From an optimization exercise on the open Yosys and OpenROAD flow, aimed at small area; shortcuts taken in it are not production practice.
Function was checked by simulation only, so behaviour that the tests miss may differ from the original.
No activity file was given, so power comes from the tool's default toggle rates.

==> run a: inputs <==
==> flow/design.v <==
package register_file_pkg;
  localparam int REG_COUNT = 32;
  localparam int ADDR_W = 5;
  typedef enum logic {S_IDLE, S_CLEARING} clr_state_t;
endpackage
module decoder_5_to_32
(
  input  logic [register_file_pkg::ADDR_W-1:0]    addr,
  input  logic                 en,
  output logic [register_file_pkg::REG_COUNT-1:0] sel
);
  always_comb sel = en ? register_file_pkg::REG_COUNT'(1) << addr : '0;
endmodule
module register_file
#(
  parameter int N = 32
) (
  input  logic              clk,
  input  logic              rst,
  input  logic              wr_ena,
  input  logic [register_file_pkg::ADDR_W-1:0] wr_addr,
  input  logic [N-1:0]      wr_data,
  input  logic [register_file_pkg::ADDR_W-1:0] rd_addr0,
  output logic [N-1:0]      rd_data0,
  input  logic [register_file_pkg::ADDR_W-1:0] rd_addr1,
  output logic [N-1:0]      rd_data1,
  input  logic              clear,
  output logic              busy
);
  logic [N-1:0] regs [1:register_file_pkg::REG_COUNT-1];
  register_file_pkg::clr_state_t state;
  logic [register_file_pkg::ADDR_W-1:0] clr_idx;
  logic [register_file_pkg::REG_COUNT-1:0] wr_sel;
  logic unused_sel0;
  decoder_5_to_32 u_dec (
    .addr(wr_addr),
    .en  (wr_ena && state == register_file_pkg::S_IDLE),
    .sel (wr_sel)
  );
  assign unused_sel0 = wr_sel[0];
  assign busy = state == register_file_pkg::S_CLEARING;
  always_ff @(posedge clk)
    if (rst) begin
      state <= register_file_pkg::S_IDLE;
      clr_idx <= '0;
    end else if (state == register_file_pkg::S_CLEARING) begin
      clr_idx <= clr_idx + 5'd1;
      if (clr_idx == register_file_pkg::ADDR_W'(register_file_pkg::REG_COUNT - 1)) state <= register_file_pkg::S_IDLE;
    end else if (clear) begin
      state <= register_file_pkg::S_CLEARING;
      clr_idx <= 5'd1;
    end
  always_ff @(posedge clk)
    for (int i = 1; i < register_file_pkg::REG_COUNT; i++)
      if (rst || (busy && clr_idx == register_file_pkg::ADDR_W'(i))) regs[i] <= '0;
      else if (wr_sel[i]) regs[i] <= wr_data;
  always_comb begin
    rd_data0 = rd_addr0 == '0 ? '0 : regs[rd_addr0];
    rd_data1 = rd_addr1 == '0 ? '0 : regs[rd_addr1];
  end
endmodule
==> flow/run.sh <==
#!/bin/bash
# synth_recipe.tcl (not shown) runs the flow's synth.tcl, then flattens the netlist and writes it again
# the make line also repeats each setting of config.mk as NAME=value (left out here)
make -C /OpenROAD-flow-scripts/flow DESIGN_CONFIG=/design/flow/config.mk WORK_HOME=/design/flow/orfs CLKGATE_MAP_FILE= SYNTH_SCRIPT=/design/flow/synth_recipe.tcl finish
==> flow/config.mk <==
export PLATFORM = sky130hd
export DESIGN_NAME = register_file
export DESIGN_NICKNAME = register_file
export VERILOG_FILES = /design/flow/design.v
export SDC_FILE = /design/flow/constraint.sdc
export NUM_CORES = 8
export LEC_CHECK = 0
export CAP_MARGIN = 20
export CORE_MARGIN = 2
export CORE_UTILIZATION = 40
export SLEW_MARGIN = 20
==> flow/constraint.sdc <==
create_clock -name core_clock -period 8.0 [get_ports {clk}]
set_input_delay 1.6000 -clock core_clock [delete_from_list [all_inputs] [get_ports {clk}]]
set_output_delay 1.6000 -clock core_clock [all_outputs]
set_load 0.01 [all_outputs]
==> run b (differences from run a) <==
==> flow/design.v, changed modules only <==
module rf_aoi222
(
  input  logic [2:0] sel,
  input  logic [2:0] d,
  output logic       y_n
);
  assign y_n = ~|(sel & d);
endmodule
module register_file
#(
  parameter int N = 32
) (
  input  logic              clk,
  input  logic              rst,
  input  logic              wr_ena,
  input  logic [register_file_pkg::ADDR_W-1:0] wr_addr,
  input  logic [N-1:0]      wr_data,
  input  logic [register_file_pkg::ADDR_W-1:0] rd_addr0,
  output logic [N-1:0]      rd_data0,
  input  logic [register_file_pkg::ADDR_W-1:0] rd_addr1,
  output logic [N-1:0]      rd_data1,
  input  logic              clear,
  output logic              busy
);
  localparam int RC = register_file_pkg::REG_COUNT;
  logic [N-1:0] regs [1:RC-1];
  logic [register_file_pkg::ADDR_W-1:0] clr_idx;
  logic [RC-1:0] row_sel, rd_sel0, rd_sel1;
  logic [register_file_pkg::ADDR_W-1:0] row_addr;
  logic [N-1:0] row_data;
  assign busy = |clr_idx;
  always_ff @(posedge clk)
    if (rst) clr_idx <= '0;
    else if (busy || clear) clr_idx <= clr_idx + 5'd1;
  assign row_addr = busy ? clr_idx : wr_addr;
  assign row_data = (rst || busy) ? '0 : wr_data;
  decoder_5_to_32 u_dec (.addr(row_addr), .en(busy || wr_ena), .sel(row_sel));
  always_ff @(posedge clk)
    for (int i = 1; i < RC; i++)
      if (rst || row_sel[i]) regs[i] <= row_data;
  decoder_5_to_32 u_rd0 (.addr(rd_addr0), .en(1'b1), .sel(rd_sel0));
  decoder_5_to_32 u_rd1 (.addr(rd_addr1), .en(1'b1), .sel(rd_sel1));
  for (genvar b = 0; b < N; b++) begin : g_bit
    logic [10:0] l0_n, l1_n;
    for (genvar g = 0; g < 10; g++) begin : g_leaf
      rf_aoi222 u_l0 (.sel(rd_sel0[3*g+3:3*g+1]),
                      .d({regs[3*g+3][b], regs[3*g+2][b], regs[3*g+1][b]}), .y_n(l0_n[g]));
      rf_aoi222 u_l1 (.sel(rd_sel1[3*g+3:3*g+1]),
                      .d({regs[3*g+3][b], regs[3*g+2][b], regs[3*g+1][b]}), .y_n(l1_n[g]));
    end
    assign l0_n[10] = ~(rd_sel0[31] & regs[31][b]);
    assign l1_n[10] = ~(rd_sel1[31] & regs[31][b]);
    assign rd_data0[b] = ~&l0_n;
    assign rd_data1[b] = ~&l1_n;
  end
endmodule
Settings changed: SYNTH_HIERARCHICAL set to 1, SYNTH_MINIMUM_KEEP_SIZE set to 0.
==> summary.txt <==
In run b the total power is higher than in run a, by about 9%.
In run b the synthesized area is smaller than in run a, by about 16%.
Against run b, the flip-flop and latch count of run a is higher by 1.
In run a the via count is larger than in run b, by about 110%.
Of run b and run a, run a has the higher first-iteration DRC count (gap about 36%, measured against run a).
In run b the wire length is smaller than in run a, by about 56%.
In run b the clock power is lower than in run a, by 14%.
Global-route usage: run a is higher than run b (26 points).
==> figures <==
Hold Crit Depth: run b 3; run a 2
Total power consumption of the routed design: run b 0.0126 W; run a 0.0115 W
Cell Area, Synth: run b 39400 µm²; run a 47200 µm²
Worst Path Max Fanout: run b 18; run a 13
Via count of the first global-routing pass: run b 28641; run a 53298
Number of fill cells: run b 8170; run a 11560
Footprint of the flip-flops and latches: run b 29900 µm²; run a 20000 µm²
Start of the worst register-to-register path: run b clr_idx[0]$_SDFFE_PP0P_; run a state$_SDFF_PP0_
Post-layout instance area: run b 47200 µm²; run a 55100 µm²
Post-detailed-route via-to-cell ratio: run b 7.64; run a 7.64
CLK BUF: run b 124; run a 164
Worst reg-to-reg setup slack: run b 4600 ps; run a 4520 ps
Top cell by count, worst path: run b sky130_fd_sc_hd__clkdlybuf4s50_1; run a sky130_fd_sc_hd__buf_4
Worst Hold Margin: run b 628 ps; run a 472 ps
Floorplan core area: run b 98000 µm²; run a 117000 µm²
Setup skew after layout: run b 23.5 ps; run a 42.8 ps
Worst voltage drop across the vdd grid: run b 0.171 mV; run a 0.172 mV
Run status: run b timing/DRC/antenna clean; run a timing/DRC/antenna clean

## re-timing with driven ports
The flow's constraints put no driver on any port. The routed layouts listed below were extracted and timed again, unchanged, in two steps. Step 1 assumes that a clkbuf_16 drives the clock port and a buf_2 every other input. Step 2, shift: input delay + t, output delay - t, t = (earliest + latest rising clock arrival at the registers) / 2. This alone moves slack from input paths to output paths. Three values: ideal ports, drivers, drivers and shift; two values: the first two.
| run | t, ns | setup slack, ns | cell pins on the clock port's net |
|---|---|---|---|
| run a | 0.868 | 0.144 / 0.121 / 0.121 | 1 |
| run b | 0.732 | 1.081 / 1.050 / 1.050 | 1 |
After both steps every run listed still meets setup and hold. The setup slack of run b, which loses most, moves by -0.031 ns with the drivers and by -0.031 ns with both steps.
